This is an optimization exercise on Yosys and OpenROAD, whose aim is small area and a short achievable clock period, not a production implementation. Only simulation tests tie the RTL to the original design; equivalence was not proved. Power figures rest on the tool's default switching activity, not on a simulated workload.

--- flow/flow/run.sh ---
#!/bin/bash
# The standard layout, with repair_timing aiming for more setup slack than
# the design's period leaves, so that the achieved period gets shorter. The
# clock period and every constraint stay the design's.
set -euo pipefail
bash standard.sh SETUP_SLACK_MARGIN=8.2 finish > standard_flow.log 2>&1
--- flow/standard.sh ---
#!/bin/bash
# synth_recipe.tcl (not shown) runs the flow's synth.tcl, then flattens the netlist and writes it again
# the make line also repeats each setting of config.mk as NAME=value (left out here)
make -C /OpenROAD-flow-scripts/flow DESIGN_CONFIG=/design/flow/config.mk WORK_HOME=/design/flow/orfs CLKGATE_MAP_FILE= SYNTH_SCRIPT=/design/flow/synth_recipe.tcl "${@:-finish}"
--- flow/config.mk ---
export PLATFORM = sky130hd
export DESIGN_NAME = exp_bf16_top
export DESIGN_NICKNAME = exp_bf16_top
export VERILOG_FILES = /design/flow/design.v
export SDC_FILE = /design/flow/constraint.sdc
export NUM_CORES = 4
export LEC_CHECK = 0
export ABC_AREA = 1
export CAP_MARGIN = 20
export CORE_MARGIN = 2
export CORE_UTILIZATION = 60
export SLEW_MARGIN = 20
--- flow/constraint.sdc ---
create_clock -name core_clock -period 11.5 [get_ports {clk}]
set_input_delay 2.3000 -clock core_clock [delete_from_list [all_inputs] [get_ports {clk}]]
set_output_delay 2.3000 -clock core_clock [all_outputs]
set_load 0.01 [all_outputs]
--- flow/design.v ---
    localparam int bf16_man_w = 7;        
    localparam int bf16_bias  = 127;
    localparam logic [7:0] exp_tiny = 8'd118;    
    localparam logic [7:0] exp_huge = 8'd134;    
    localparam logic [15:0] bf16_one  = 16'h3f80;
    localparam logic [15:0] bf16_pinf = 16'h7f80;
    localparam logic [15:0] bf16_qnan = 16'h7fc0;
    localparam logic [15:0] bf16_zero = 16'h0000;
    localparam int frac_w  = 16;
    localparam int fix_w   = 8 + frac_w;      
    localparam int unit_w  = frac_w + 1;      
    localparam int shift_w = 10;              
    localparam logic [unit_w-1:0] log2e_fix = 17'h17154;     
    localparam logic [unit_w-1:0] ln2_fix   = 17'h0b172;     
    localparam logic [unit_w-1:0] one_fix   = 17'h10000;
`default_nettype none
module exp_range_reduce
(
    input  logic        sgn,
    input  logic [6:0]  man,
    output logic [22:0] pp
);
    logic [3:0]  sel_hi;
    logic [22:0] p_hi;
    logic [18:0] p_lo;
    assign sel_hi = {sgn, man[6:4]};
    assign p_hi =
        ({23{sel_hi == 4'd0}} & 23'h2e2a80) |
        ({23{sel_hi == 4'd1}} & 23'h33efd0) |
        ({23{sel_hi == 4'd2}} & 23'h39b520) |
        ({23{sel_hi == 4'd3}} & 23'h3f7a70) |
        ({23{sel_hi == 4'd4}} & 23'h453fc0) |
        ({23{sel_hi == 4'd5}} & 23'h4b0510) |
        ({23{sel_hi == 4'd6}} & 23'h50ca60) |
        ({23{sel_hi == 4'd7}} & 23'h568fb0) |
        ({23{sel_hi == 4'd8}} & 23'h2e2a7f) |
        ({23{sel_hi == 4'd9}} & 23'h33efcf) |
        ({23{sel_hi == 4'd10}} & 23'h39b51f) |
        ({23{sel_hi == 4'd11}} & 23'h3f7a6f) |
        ({23{sel_hi == 4'd12}} & 23'h453fbf) |
        ({23{sel_hi == 4'd13}} & 23'h4b050f) |
        ({23{sel_hi == 4'd14}} & 23'h50ca5f) |
        ({23{sel_hi == 4'd15}} & 23'h568faf);
    assign p_lo =
        ({19{man[3:0] == 4'd0}} & 19'h00000) |
        ({19{man[3:0] == 4'd1}} & 19'h05c55) |
        ({19{man[3:0] == 4'd2}} & 19'h0b8aa) |
        ({19{man[3:0] == 4'd3}} & 19'h114ff) |
        ({19{man[3:0] == 4'd4}} & 19'h17154) |
        ({19{man[3:0] == 4'd5}} & 19'h1cda9) |
        ({19{man[3:0] == 4'd6}} & 19'h229fe) |
        ({19{man[3:0] == 4'd7}} & 19'h28653) |
        ({19{man[3:0] == 4'd8}} & 19'h2e2a8) |
        ({19{man[3:0] == 4'd9}} & 19'h33efd) |
        ({19{man[3:0] == 4'd10}} & 19'h39b52) |
        ({19{man[3:0] == 4'd11}} & 19'h3f7a7) |
        ({19{man[3:0] == 4'd12}} & 19'h453fc) |
        ({19{man[3:0] == 4'd13}} & 19'h4b051) |
        ({19{man[3:0] == 4'd14}} & 19'h50ca6) |
        ({19{man[3:0] == 4'd15}} & 19'h568fb);
    assign pp = p_hi + {4'b0, p_lo};
endmodule
`default_nettype wire
`default_nettype none
module exp_horner_stage
(
    input  logic [7:0] f_hi,     
    output logic [6:0] base,
    output logic [5:0] thr       
);
    always_comb
    begin
        case (f_hi)
        8'd0: begin base = 7'd0; thr = 6'd63; end
        8'd1: begin base = 7'd0; thr = 6'd28; end
        8'd2: begin base = 7'd1; thr = 6'd63; end
        8'd3: begin base = 7'd1; thr = 6'd63; end
        8'd4: begin base = 7'd1; thr = 6'd19; end
        8'd5: begin base = 7'd2; thr = 6'd63; end
        8'd6: begin base = 7'd2; thr = 6'd63; end
        8'd7: begin base = 7'd2; thr = 6'd7; end
        8'd8: begin base = 7'd3; thr = 6'd63; end
        8'd9: begin base = 7'd3; thr = 6'd63; end
        8'd10: begin base = 7'd4; thr = 6'd63; end
        8'd11: begin base = 7'd4; thr = 6'd63; end
        8'd12: begin base = 7'd4; thr = 6'd47; end
        8'd13: begin base = 7'd5; thr = 6'd63; end
        8'd14: begin base = 7'd5; thr = 6'd63; end
        8'd15: begin base = 7'd5; thr = 6'd35; end
        8'd16: begin base = 7'd6; thr = 6'd63; end
        8'd17: begin base = 7'd6; thr = 6'd63; end
        8'd18: begin base = 7'd6; thr = 6'd23; end
        8'd19: begin base = 7'd7; thr = 6'd63; end
        8'd20: begin base = 7'd7; thr = 6'd63; end
        8'd21: begin base = 7'd7; thr = 6'd3; end
        8'd22: begin base = 7'd8; thr = 6'd63; end
        8'd23: begin base = 7'd8; thr = 6'd47; end
        8'd24: begin base = 7'd9; thr = 6'd63; end
        8'd25: begin base = 7'd9; thr = 6'd63; end
        8'd26: begin base = 7'd9; thr = 6'd31; end
        8'd27: begin base = 7'd10; thr = 6'd63; end
        8'd28: begin base = 7'd10; thr = 6'd63; end
        8'd29: begin base = 7'd10; thr = 6'd7; end
        8'd30: begin base = 7'd11; thr = 6'd63; end
        8'd31: begin base = 7'd11; thr = 6'd47; end
        8'd32: begin base = 7'd12; thr = 6'd63; end
        8'd33: begin base = 7'd12; thr = 6'd63; end
        8'd34: begin base = 7'd12; thr = 6'd27; end
        8'd35: begin base = 7'd13; thr = 6'd63; end
        8'd36: begin base = 7'd13; thr = 6'd63; end
        8'd37: begin base = 7'd14; thr = 6'd63; end
        8'd38: begin base = 7'd14; thr = 6'd63; end
        8'd39: begin base = 7'd14; thr = 6'd39; end
        8'd40: begin base = 7'd15; thr = 6'd63; end
        8'd41: begin base = 7'd15; thr = 6'd63; end
        8'd42: begin base = 7'd15; thr = 6'd13; end
        8'd43: begin base = 7'd16; thr = 6'd63; end
        8'd44: begin base = 7'd16; thr = 6'd47; end
        8'd45: begin base = 7'd17; thr = 6'd63; end
        8'd46: begin base = 7'd17; thr = 6'd63; end
        8'd47: begin base = 7'd17; thr = 6'd23; end
        8'd48: begin base = 7'd18; thr = 6'd63; end
        8'd49: begin base = 7'd18; thr = 6'd55; end
        8'd50: begin base = 7'd19; thr = 6'd63; end
        8'd51: begin base = 7'd19; thr = 6'd63; end
        8'd52: begin base = 7'd19; thr = 6'd23; end
        8'd53: begin base = 7'd20; thr = 6'd63; end
        8'd54: begin base = 7'd20; thr = 6'd55; end
        8'd55: begin base = 7'd21; thr = 6'd63; end
        8'd56: begin base = 7'd21; thr = 6'd63; end
        8'd57: begin base = 7'd21; thr = 6'd31; end
        8'd58: begin base = 7'd22; thr = 6'd63; end
        8'd59: begin base = 7'd22; thr = 6'd51; end
        8'd60: begin base = 7'd23; thr = 6'd63; end
        8'd61: begin base = 7'd23; thr = 6'd63; end
        8'd62: begin base = 7'd23; thr = 6'd15; end
        8'd63: begin base = 7'd24; thr = 6'd63; end
        8'd64: begin base = 7'd24; thr = 6'd47; end
        8'd65: begin base = 7'd25; thr = 6'd63; end
        8'd66: begin base = 7'd25; thr = 6'd63; end
        8'd67: begin base = 7'd25; thr = 6'd7; end
        8'd68: begin base = 7'd26; thr = 6'd63; end
        8'd69: begin base = 7'd26; thr = 6'd35; end
        8'd70: begin base = 7'd27; thr = 6'd63; end
        8'd71: begin base = 7'd27; thr = 6'd63; end
        8'd72: begin base = 7'd28; thr = 6'd63; end
        8'd73: begin base = 7'd28; thr = 6'd63; end
        8'd74: begin base = 7'd28; thr = 6'd15; end
        8'd75: begin base = 7'd29; thr = 6'd63; end
        8'd76: begin base = 7'd29; thr = 6'd31; end
        8'd77: begin base = 7'd30; thr = 6'd63; end
        8'd78: begin base = 7'd30; thr = 6'd59; end
        8'd79: begin base = 7'd31; thr = 6'd63; end
        8'd80: begin base = 7'd31; thr = 6'd63; end
        8'd81: begin base = 7'd31; thr = 6'd15; end
        8'd82: begin base = 7'd32; thr = 6'd63; end
        8'd83: begin base = 7'd32; thr = 6'd31; end
        8'd84: begin base = 7'd33; thr = 6'd63; end
        8'd85: begin base = 7'd33; thr = 6'd55; end
        8'd86: begin base = 7'd34; thr = 6'd63; end
        8'd87: begin base = 7'd34; thr = 6'd63; end
        8'd88: begin base = 7'd34; thr = 6'd7; end
        8'd89: begin base = 7'd35; thr = 6'd63; end
        8'd90: begin base = 7'd35; thr = 6'd31; end
        8'd91: begin base = 7'd36; thr = 6'd63; end
        8'd92: begin base = 7'd36; thr = 6'd39; end
        8'd93: begin base = 7'd37; thr = 6'd63; end
        8'd94: begin base = 7'd37; thr = 6'd47; end
        8'd95: begin base = 7'd38; thr = 6'd63; end
        8'd96: begin base = 7'd38; thr = 6'd63; end
        8'd97: begin base = 7'd38; thr = 6'd7; end
        8'd98: begin base = 7'd39; thr = 6'd63; end
        8'd99: begin base = 7'd39; thr = 6'd15; end
        8'd100: begin base = 7'd40; thr = 6'd63; end
        8'd101: begin base = 7'd40; thr = 6'd31; end
        8'd102: begin base = 7'd41; thr = 6'd63; end
        8'd103: begin base = 7'd41; thr = 6'd45; end
        8'd104: begin base = 7'd42; thr = 6'd63; end
        8'd105: begin base = 7'd42; thr = 6'd47; end
        8'd106: begin base = 7'd43; thr = 6'd63; end
        8'd107: begin base = 7'd43; thr = 6'd63; end
        8'd108: begin base = 7'd43; thr = 6'd3; end
        8'd109: begin base = 7'd44; thr = 6'd63; end
        8'd110: begin base = 7'd44; thr = 6'd15; end
        8'd111: begin base = 7'd45; thr = 6'd63; end
        8'd112: begin base = 7'd45; thr = 6'd21; end
        8'd113: begin base = 7'd46; thr = 6'd63; end
        8'd114: begin base = 7'd46; thr = 6'd31; end
        8'd115: begin base = 7'd47; thr = 6'd63; end
        8'd116: begin base = 7'd47; thr = 6'd35; end
        8'd117: begin base = 7'd48; thr = 6'd63; end
        8'd118: begin base = 7'd48; thr = 6'd47; end
        8'd119: begin base = 7'd49; thr = 6'd63; end
        8'd120: begin base = 7'd49; thr = 6'd47; end
        8'd121: begin base = 7'd50; thr = 6'd63; end
        8'd122: begin base = 7'd50; thr = 6'd55; end
        8'd123: begin base = 7'd51; thr = 6'd63; end
        8'd124: begin base = 7'd51; thr = 6'd55; end
        8'd125: begin base = 7'd52; thr = 6'd63; end
        8'd126: begin base = 7'd52; thr = 6'd59; end
        8'd127: begin base = 7'd53; thr = 6'd63; end
        8'd128: begin base = 7'd53; thr = 6'd63; end
        8'd129: begin base = 7'd54; thr = 6'd63; end
        8'd130: begin base = 7'd54; thr = 6'd63; end
        8'd131: begin base = 7'd55; thr = 6'd63; end
        8'd132: begin base = 7'd55; thr = 6'd63; end
        8'd133: begin base = 7'd56; thr = 6'd63; end
        8'd134: begin base = 7'd56; thr = 6'd63; end
        8'd135: begin base = 7'd57; thr = 6'd63; end
        8'd136: begin base = 7'd57; thr = 6'd63; end
        8'd137: begin base = 7'd58; thr = 6'd63; end
        8'd138: begin base = 7'd58; thr = 6'd63; end
        8'd139: begin base = 7'd58; thr = 6'd7; end
        8'd140: begin base = 7'd59; thr = 6'd63; end
        8'd141: begin base = 7'd60; thr = 6'd63; end
        8'd142: begin base = 7'd60; thr = 6'd59; end
        8'd143: begin base = 7'd61; thr = 6'd63; end
        8'd144: begin base = 7'd61; thr = 6'd59; end
        8'd145: begin base = 7'd62; thr = 6'd63; end
        8'd146: begin base = 7'd62; thr = 6'd55; end
        8'd147: begin base = 7'd63; thr = 6'd63; end
        8'd148: begin base = 7'd63; thr = 6'd49; end
        8'd149: begin base = 7'd64; thr = 6'd63; end
        8'd150: begin base = 7'd64; thr = 6'd47; end
        8'd151: begin base = 7'd65; thr = 6'd63; end
        8'd152: begin base = 7'd65; thr = 6'd47; end
        8'd153: begin base = 7'd66; thr = 6'd63; end
        8'd154: begin base = 7'd66; thr = 6'd33; end
        8'd155: begin base = 7'd67; thr = 6'd63; end
        8'd156: begin base = 7'd67; thr = 6'd23; end
        8'd157: begin base = 7'd68; thr = 6'd63; end
        8'd158: begin base = 7'd69; thr = 6'd63; end
        8'd159: begin base = 7'd69; thr = 6'd63; end
        8'd160: begin base = 7'd69; thr = 6'd15; end
        8'd161: begin base = 7'd70; thr = 6'd63; end
        8'd162: begin base = 7'd71; thr = 6'd63; end
        8'd163: begin base = 7'd71; thr = 6'd55; end
        8'd164: begin base = 7'd72; thr = 6'd63; end
        8'd165: begin base = 7'd72; thr = 6'd51; end
        8'd166: begin base = 7'd73; thr = 6'd63; end
        8'd167: begin base = 7'd73; thr = 6'd39; end
        8'd168: begin base = 7'd74; thr = 6'd63; end
        8'd169: begin base = 7'd74; thr = 6'd15; end
        8'd170: begin base = 7'd75; thr = 6'd63; end
        8'd171: begin base = 7'd75; thr = 6'd15; end
        8'd172: begin base = 7'd76; thr = 6'd63; end
        8'd173: begin base = 7'd76; thr = 6'd3; end
        8'd174: begin base = 7'd77; thr = 6'd63; end
        8'd175: begin base = 7'd78; thr = 6'd63; end
        8'd176: begin base = 7'd78; thr = 6'd39; end
        8'd177: begin base = 7'd79; thr = 6'd63; end
        8'd178: begin base = 7'd79; thr = 6'd27; end
        8'd179: begin base = 7'd80; thr = 6'd63; end
        8'd180: begin base = 7'd80; thr = 6'd11; end
        8'd181: begin base = 7'd81; thr = 6'd63; end
        8'd182: begin base = 7'd82; thr = 6'd63; end
        8'd183: begin base = 7'd82; thr = 6'd47; end
        8'd184: begin base = 7'd83; thr = 6'd63; end
        8'd185: begin base = 7'd83; thr = 6'd31; end
        8'd186: begin base = 7'd84; thr = 6'd63; end
        8'd187: begin base = 7'd84; thr = 6'd13; end
        8'd188: begin base = 7'd85; thr = 6'd59; end
        8'd189: begin base = 7'd86; thr = 6'd63; end
        8'd190: begin base = 7'd86; thr = 6'd31; end
        8'd191: begin base = 7'd87; thr = 6'd63; end
        8'd192: begin base = 7'd87; thr = 6'd31; end
        8'd193: begin base = 7'd88; thr = 6'd63; end
        8'd194: begin base = 7'd88; thr = 6'd3; end
        8'd195: begin base = 7'd89; thr = 6'd63; end
        8'd196: begin base = 7'd90; thr = 6'd63; end
        8'd197: begin base = 7'd90; thr = 6'd31; end
        8'd198: begin base = 7'd91; thr = 6'd63; end
        8'd199: begin base = 7'd91; thr = 6'd15; end
        8'd200: begin base = 7'd92; thr = 6'd55; end
        8'd201: begin base = 7'd93; thr = 6'd63; end
        8'd202: begin base = 7'd93; thr = 6'd31; end
        8'd203: begin base = 7'd94; thr = 6'd63; end
        8'd204: begin base = 7'd94; thr = 6'd15; end
        8'd205: begin base = 7'd95; thr = 6'd51; end
        8'd206: begin base = 7'd96; thr = 6'd63; end
        8'd207: begin base = 7'd96; thr = 6'd31; end
        8'd208: begin base = 7'd97; thr = 6'd63; end
        8'd209: begin base = 7'd97; thr = 6'd7; end
        8'd210: begin base = 7'd98; thr = 6'd47; end
        8'd211: begin base = 7'd99; thr = 6'd63; end
        8'd212: begin base = 7'd99; thr = 6'd27; end
        8'd213: begin base = 7'd100; thr = 6'd63; end
        8'd214: begin base = 7'd100; thr = 6'd7; end
        8'd215: begin base = 7'd101; thr = 6'd47; end
        8'd216: begin base = 7'd102; thr = 6'd63; end
        8'd217: begin base = 7'd102; thr = 6'd15; end
        8'd218: begin base = 7'd103; thr = 6'd63; end
        8'd219: begin base = 7'd104; thr = 6'd63; end
        8'd220: begin base = 7'd104; thr = 6'd27; end
        8'd221: begin base = 7'd105; thr = 6'd63; end
        8'd222: begin base = 7'd105; thr = 6'd3; end
        8'd223: begin base = 7'd106; thr = 6'd37; end
        8'd224: begin base = 7'd107; thr = 6'd63; end
        8'd225: begin base = 7'd107; thr = 6'd15; end
        8'd226: begin base = 7'd108; thr = 6'd47; end
        8'd227: begin base = 7'd109; thr = 6'd63; end
        8'd228: begin base = 7'd109; thr = 6'd23; end
        8'd229: begin base = 7'd110; thr = 6'd55; end
        8'd230: begin base = 7'd111; thr = 6'd63; end
        8'd231: begin base = 7'd111; thr = 6'd23; end
        8'd232: begin base = 7'd112; thr = 6'd63; end
        8'd233: begin base = 7'd113; thr = 6'd63; end
        8'd234: begin base = 7'd113; thr = 6'd29; end
        8'd235: begin base = 7'd114; thr = 6'd63; end
        8'd236: begin base = 7'd115; thr = 6'd63; end
        8'd237: begin base = 7'd115; thr = 6'd35; end
        8'd238: begin base = 7'd116; thr = 6'd63; end
        8'd239: begin base = 7'd117; thr = 6'd63; end
        8'd240: begin base = 7'd117; thr = 6'd31; end
        8'd241: begin base = 7'd118; thr = 6'd63; end
        8'd242: begin base = 7'd118; thr = 6'd3; end
        8'd243: begin base = 7'd119; thr = 6'd31; end
        8'd244: begin base = 7'd120; thr = 6'd63; end
        8'd245: begin base = 7'd121; thr = 6'd63; end
        8'd246: begin base = 7'd121; thr = 6'd31; end
        8'd247: begin base = 7'd122; thr = 6'd63; end
        8'd248: begin base = 7'd123; thr = 6'd63; end
        8'd249: begin base = 7'd123; thr = 6'd27; end
        8'd250: begin base = 7'd124; thr = 6'd59; end
        8'd251: begin base = 7'd125; thr = 6'd63; end
        8'd252: begin base = 7'd125; thr = 6'd23; end
        8'd253: begin base = 7'd126; thr = 6'd53; end
        8'd254: begin base = 7'd127; thr = 6'd63; end
        8'd255: begin base = 7'd127; thr = 6'd19; end
        default: begin base = 7'd0; thr = 6'd0; end
        endcase
    end
endmodule
`default_nettype wire
`default_nettype none
module exp_result_pack
(
    input  logic [7:0]  e_pre,       
    input  logic [6:0]  base,        
    input  logic        inc,         
    input  logic        sgn,
    input  logic        f_nan,       
    input  logic        sat_def,     
    input  logic        sat_edge,    
    output logic [15:0] res
);
    localparam int bf16_man_w = 7;        
    localparam int bf16_bias  = 127;
    localparam logic [7:0] exp_tiny = 8'd118;    
    localparam logic [7:0] exp_huge = 8'd134;    
    localparam logic [15:0] bf16_one  = 16'h3f80;
    localparam logic [15:0] bf16_pinf = 16'h7f80;
    localparam logic [15:0] bf16_qnan = 16'h7fc0;
    localparam logic [15:0] bf16_zero = 16'h0000;
    localparam int frac_w  = 16;
    localparam int fix_w   = 8 + frac_w;      
    localparam int unit_w  = frac_w + 1;      
    localparam int shift_w = 10;              
    localparam logic [unit_w-1:0] log2e_fix = 17'h17154;     
    localparam logic [unit_w-1:0] ln2_fix   = 17'h0b172;     
    localparam logic [unit_w-1:0] one_fix   = 17'h10000;
    logic [14:0] sum;
    logic        carry;
    logic        sat;
    assign sum   = {e_pre, base} + {14'b0, inc};
    assign carry = &base & inc;
    assign sat   = sat_def || (sat_edge && (carry ^ sgn));
    always_comb
    begin
        if (f_nan)
            res = bf16_qnan;
        else if (sat)
            res = sgn ? bf16_zero : bf16_pinf;
        else
            res = {1'b0, sum};
    end
endmodule
`default_nettype wire
`default_nettype none
module exp_bf16_top
(
    input  logic        clk,
    input  logic        rst,
    input  logic        valid_i,
    input  logic [15:0] data_i,
    output logic        valid_o,
    output logic [15:0] data_o
);
    localparam int bf16_man_w = 7;        
    localparam int bf16_bias  = 127;
    localparam logic [7:0] exp_tiny = 8'd118;    
    localparam logic [7:0] exp_huge = 8'd134;    
    localparam logic [15:0] bf16_one  = 16'h3f80;
    localparam logic [15:0] bf16_pinf = 16'h7f80;
    localparam logic [15:0] bf16_qnan = 16'h7fc0;
    localparam logic [15:0] bf16_zero = 16'h0000;
    localparam int frac_w  = 16;
    localparam int fix_w   = 8 + frac_w;      
    localparam int unit_w  = frac_w + 1;      
    localparam int shift_w = 10;              
    localparam logic [unit_w-1:0] log2e_fix = 17'h17154;     
    localparam logic [unit_w-1:0] ln2_fix   = 17'h0b172;     
    localparam logic [unit_w-1:0] one_fix   = 17'h10000;
    logic [4:0] v;       
    always_ff @(posedge clk)
    begin
        if (rst)
            v <= '0;
        else
            v <= {v[3:0], valid_i};
    end
    assign valid_o = v[4];
    logic [15:0] d1;
    always_ff @(posedge clk)
        d1 <= data_i;
    logic        sgn;
    logic [7:0]  exp_b;
    logic [6:0]  man;
    logic [22:0] pp_c;
    assign sgn   = d1[15];
    assign exp_b = d1[14:7];
    assign man   = d1[6:0];
    exp_range_reduce i_reduce
    (
        .sgn (sgn),
        .man (man),
        .pp  (pp_c)
    );
    logic        s2;
    logic        nan2;
    logic        sat2;
    logic        one2;
    logic [3:0]  sh2;
    logic [22:0] pp2;
    always_ff @(posedge clk)
    begin
        s2   <= sgn;
        nan2 <= exp_b == 8'hff && man != '0;
        sat2 <= exp_b >= exp_huge;
        one2 <= exp_b < exp_tiny;
        sh2  <= exp_b[3:0] - 4'd6;       
        pp2  <= pp_c;
    end
    logic [22:0] px_c;       
    logic [37:0] q_c;
    logic [21:0] t_c;        
    assign px_c = pp2 ^ {23{s2}};
    assign q_c  = {{15{s2}}, px_c} << sh2;
    assign t_c  = q_c[37:16];
    logic        s3;
    logic        nan3;
    logic        one3;
    logic [7:0]  f3_hi;      
    logic [5:0]  f3_lo;      
    logic [7:0]  n3;         
    always_ff @(posedge clk)
    begin
        s3    <= s2 && !one2;
        nan3  <= nan2;
        one3  <= one2;
        f3_hi <= t_c[13:6];
        f3_lo <= one2 ? 6'd0 : t_c[5:0];
        n3    <= one2 ? 8'd0 : sat2 ? {8{!s2}} : t_c[21:14];
    end
    logic [6:0]  base_c;
    logic [5:0]  thr_c;
    exp_horner_stage i_tab
    (
        .f_hi (f3_hi & ~{8{one3}}),
        .base (base_c),
        .thr  (thr_c)
    );
    logic        s4;
    logic        nan4;
    logic [6:0]  base4;
    logic        inc4;
    logic [7:0]  e4;
    logic        sat_def4;
    logic        sat_edge4;
    always_ff @(posedge clk)
    begin
        s4        <= s3;
        nan4      <= nan3;
        base4     <= base_c;
        inc4      <= f3_lo > thr_c;
        e4        <= n3 + 8'(bf16_bias);
        sat_def4  <= s3 ? n3 <= 8'd128 : n3 >= 8'd128;
        sat_edge4 <= s3 ? n3 == 8'd129 : n3 == 8'd127;
    end
    logic [15:0] res_c;
    exp_result_pack i_pack
    (
        .e_pre    (e4),
        .base     (base4),
        .inc      (inc4),
        .sgn      (s4),
        .f_nan    (nan4),
        .sat_def  (sat_def4),
        .sat_edge (sat_edge4),
        .res      (res_c)
    );
    always_ff @(posedge clk)
        data_o <= res_c;
endmodule
`default_nettype wire
==> metrics.md <==
| Metric | Value |
|---|---|
| GR Util All Layers | approximately a third |
| Yosys reg bits | between 100 and 150 |
| Layout area overhead | 8.79% |
| Period utilization | around 28% |
| Area occupied by registers | 0.00223 mm2 |
| Vias in the first global route | 7850 |
| CP Class | flip-flop to output port |
| Drt first pass iters | 6 |
| FILL cells | 1261 |
| Crit path depth | 1 |
| R2R Setup Slk | 8400 ps |
| Worst clock skew | approximately 8 ps |
| Buf/Inv on CP | 1 |
| Full die area | between 0.01 and 0.015 mm2 |
| RSZ-0062 raised after global routing | no |
| Required @ worst endpoint | around 9000 ps |
| Cts bufs inserted | 9 |
| FF-to-FF Start | f3_hi[4] |
| Critical Path Max Stage Delay | approximately 300 ps |
| Switching portion of total power | 43.6% |
| Pint | 0.876 mW |
| Drt drc | 0 |
| I/O pins | 36 |
| Placed Area | 0.00869 mm2 |
| Ys async rst share | 0% |
| Tmin final | 3230 ps |
| Net count after synthesis | 1336 |
| Detailed Route Iter0 Violations | 1001 |
| Number of port buffers | 34 |
| Starting Density | 60.8% |
| DP HPWL | roughly 18000 um |
| Die Y | 122 um |
| Status | timing/DRC/antenna clean |
| Multi-input logic area | 0.00536 mm2 |
| Nets | 1342 |
| Count leader, synth | nand2_1 |
| Largest net degree at the start of global routing | 38 |
| Net Sw Power | 0.678 mW |
| Worst path cell trace | dlygate4sd2_1 |
| Row Count | 43 |
| R2R depth | 12 |
| Clock latency on the worst-skew pair | 360 ps |
| Number of cells produced by synthesis | 1270 |
| Peak supply drop | 0.000127 V |
| CTS sink count | between 100 and 150 |
| Cell family with most CP delay | flip-flops |
| Avg Cell Area, Syn | 6.57 um2 |
| Logic pwr share | 45.5% |
| Initial antenna violation count | 0 |
| Max H-tree Level | 3 |
| Relative slew slack | 51.3% |
| Worst setup SP type | flip-flop |
| Synth cell count leaders | nand2_1 (287), o21ai_0 (139), inv_1 (135) |
| CTS tree | done |
| First-pass GRT wire length | 38800 um |
| N_diodes | 0 |
| Final Setup Violations | 0 |
| Crit Path Max Fanout | 1 |
| Clk buf depth | 2 |
| Reg2reg end | inc4 |
| Drt wl/cell | 16.6 um |
| Pwr Density | 171 mW/mm2 |
| Post-synthesis sequential area ratio | a little over a quarter |
| Worst Max-Slew Pin Slew | 724 ps |
| Core area | 0.0137 mm2 |
| Hold WC Path Type | flip-flop to flip-flop |
| Max Clock Freq | 309 MHz |
| Post-Syn Area | ~0.0083 mm2 |
| GRT overflow | 0 |
| Final Hold Fails | 0 |
| Gpl congestion | 1.07 |
| Area share of the leading cell type in the synthesized netlist | 26.6% |
| Power Total | 1.55 mW |
| Count of different cell masters after synthesis | 64 |
| Yosys top cell by area | dfxtp_1 |
| CP startpoint | v[4] |
| Sequential power share | 33.7% |
| Drt total wl | roughly 24000 um |
| Design Area, Final | 0.00907 mm2 |
| Top cells by area, synth | dfxtp_1 (27%), nand2_1 (13%), o21ai_0 (8.3%) |
| Final setup TNS | 0 ps |
| Synth warn | 3 |
| Slowest cell on the critical path | dfxtp_1 |
| Most used DFF post-synth | dfxtp_1 |
| Worst EP arrival | 930 ps |
| Vias | just under 9000 |
| Clk pwr share | 20.9% |
| Final ANT Viol Nets | 0 |
| Die Wd | 122 um |
| Max-Cap Viols | 0 |
| CTS clk-pin slew, worst paths | 80 ps |
| CTS Root Cell | clkbuf_16 |
| Max Slew Vio Count | 0 |
| Hold Startpoint | nan2 |
| Critical Path Sink | valid_o |
| Post-synth EDFFs | 0 |
| DR vias/cell | 5.94 |
| Layout cells sized above 1 | 7.26% |
| LEAKAGE | 4.29 nW |
| Crit. End Element | output port |
flip-flops by register name, summed over array words and instances, names as in the netlist, 4 cells and up:
name	cells
pp2	22
d1	16
data_o	15
e4	8
f3_hi	8
n3	8
base4	7
f3_lo	6
v	5
sh2	4
area by class of cell:
| class | count | area share [%] |
|---|---|---|
| clock inverter | 6 | 0.800 |
| clock buffer | 10 | 2.63 |
| inverter | 154 | 6.43 |
| multi-input combinational | 960 | 59.1 |
| tap | 180 | 2.48 |
| sequential | 111 | 24.5 |
| timing repair buffer | 40 | 4.03 |
power groups by stage:
stage | combinational [mW] | clock [mW] | sequential (mW)
3_3_place_gp | 0.684 | 0 | 0.528
4_1_cts | 0.674 | 0.331 | 0.521
5_1_grt | 0.785 | 0.345 | 0.531
6_report | 0.707 | 0.325 | 0.523
3_5_place_dp | 0.679 | 0 | 0.530
2_1_floorplan | 0.503 | 0 | 0.513
per-layer routing:
metal  share of wire [%]  routed length (um)  global-route usage [%]  vias up
li1                    -                   -                       -     4272
met1                  39                9530                    40.5     3818
met4                 6.5                1570                    22.1        0
met3                 8.5                2060                    6.09      120
met2                  46               11100                    53.2      468
met5                   0                   0                       0        -
stage by stage:
step | hold WS, ps | utilization (%) | setup WS, ps | instances
CTS | 339 | 65.5 | 8050 | 1457
floorplan | 310 | - | 8510 | 1270
global placement | 312 | 63.3 | 8020 | 1441
finish | 334 | 66.1 | 8270 | 1461
detailed placement | 322 | 63.3 | 7910 | 1441
global route | 352 | 66.1 | 8220 | 1461
worst min path at each step:
stage | end | slack, ps | depth (start not counted)
6_report | nan3 | 330 | 0
5_1_grt | nan3 | 350 | 0
4_1_cts | nan3 | 340 | 0
3_5_place_dp | nan3 | 320 | 0
3_3_place_gp | nan3 | 310 | 0
2_1_floorplan | nan3 | 310 | 0
layout by cell type, fill, tap and decap left out, types with 10 or more instances in the layout:
master | synthesis | routed
dlygate4sd2_1 | 0 | 16
inv_1 | 135 | 132
a21oi_1 | 91 | 91
dfxtp_1 | 111 | 109
o21ai_1 | 17 | 17
nand2_1 | 287 | 285
inv_2 | 15 | 17
o211ai_1 | 17 | 17
ha_1 | 46 | 44
nand3_1 | 58 | 58
nor2_1 | 108 | 108
nand2_4 | 8 | 10
nor3_1 | 11 | 11
xor2_1 | 38 | 38
a31oi_1 | 10 | 10
clkdlybuf4s50_1 | 0 | 18
o21ai_0 | 139 | 139
nand4_1 | 16 | 16
logic make-up after synthesis:
group	after synthesis	synth area share, %
flops	111	26.6
simple gates	525	27.7
other cells	1	0.0450
xor+xnor	45	4.73
compound gates	333	23.0
mux	7	0.840
buf+inv	201	9.89
fa+ha+maj	47	7.14
timing repair:
item | CTS | global route
endpoints found under the setup margin | 17 | 1
cloned | 0 | 2
setup buffers | 0 | 2
gates resized for setup | 17 | 18
pin swaps | 0 | 3
hold buffers | 0 | 0

[afterwards: timing with drivers on the ports]
Ports are ideal in the flow. The routed layout listed here was re-timed in OpenROAD. Step 1 (the two cells are an assumption about what drives the block):
set clk [get_ports {clk}]
set_driving_cell -lib_cell sky130_fd_sc_hd__clkbuf_16 $clk
set_driving_cell -lib_cell sky130_fd_sc_hd__buf_2 [delete_from_list [all_inputs] $clk]
Step 2 adds t to the input delays and takes it off the output delays; t is the mean of the earliest and latest rising clock arrival at the registers after step 1. Input paths then give back, and output paths get back, about the clock's delay inside the block. a / b / c = ideal / step 1 / step 2; a / b = the first two.
t, ns: 0.395
setup WS [ns]: 8.267 / 8.226 / 8.399
worst hold slack (ns): 0.334 / 0.334 / 0.334
worst setup path after step 2: register to register
worst data-port slew with drivers (ns): 0.04
After both steps this run still meets setup and hold. The setup slack of this run moves by -0.041 ns with the drivers and by +0.132 ns with both steps.
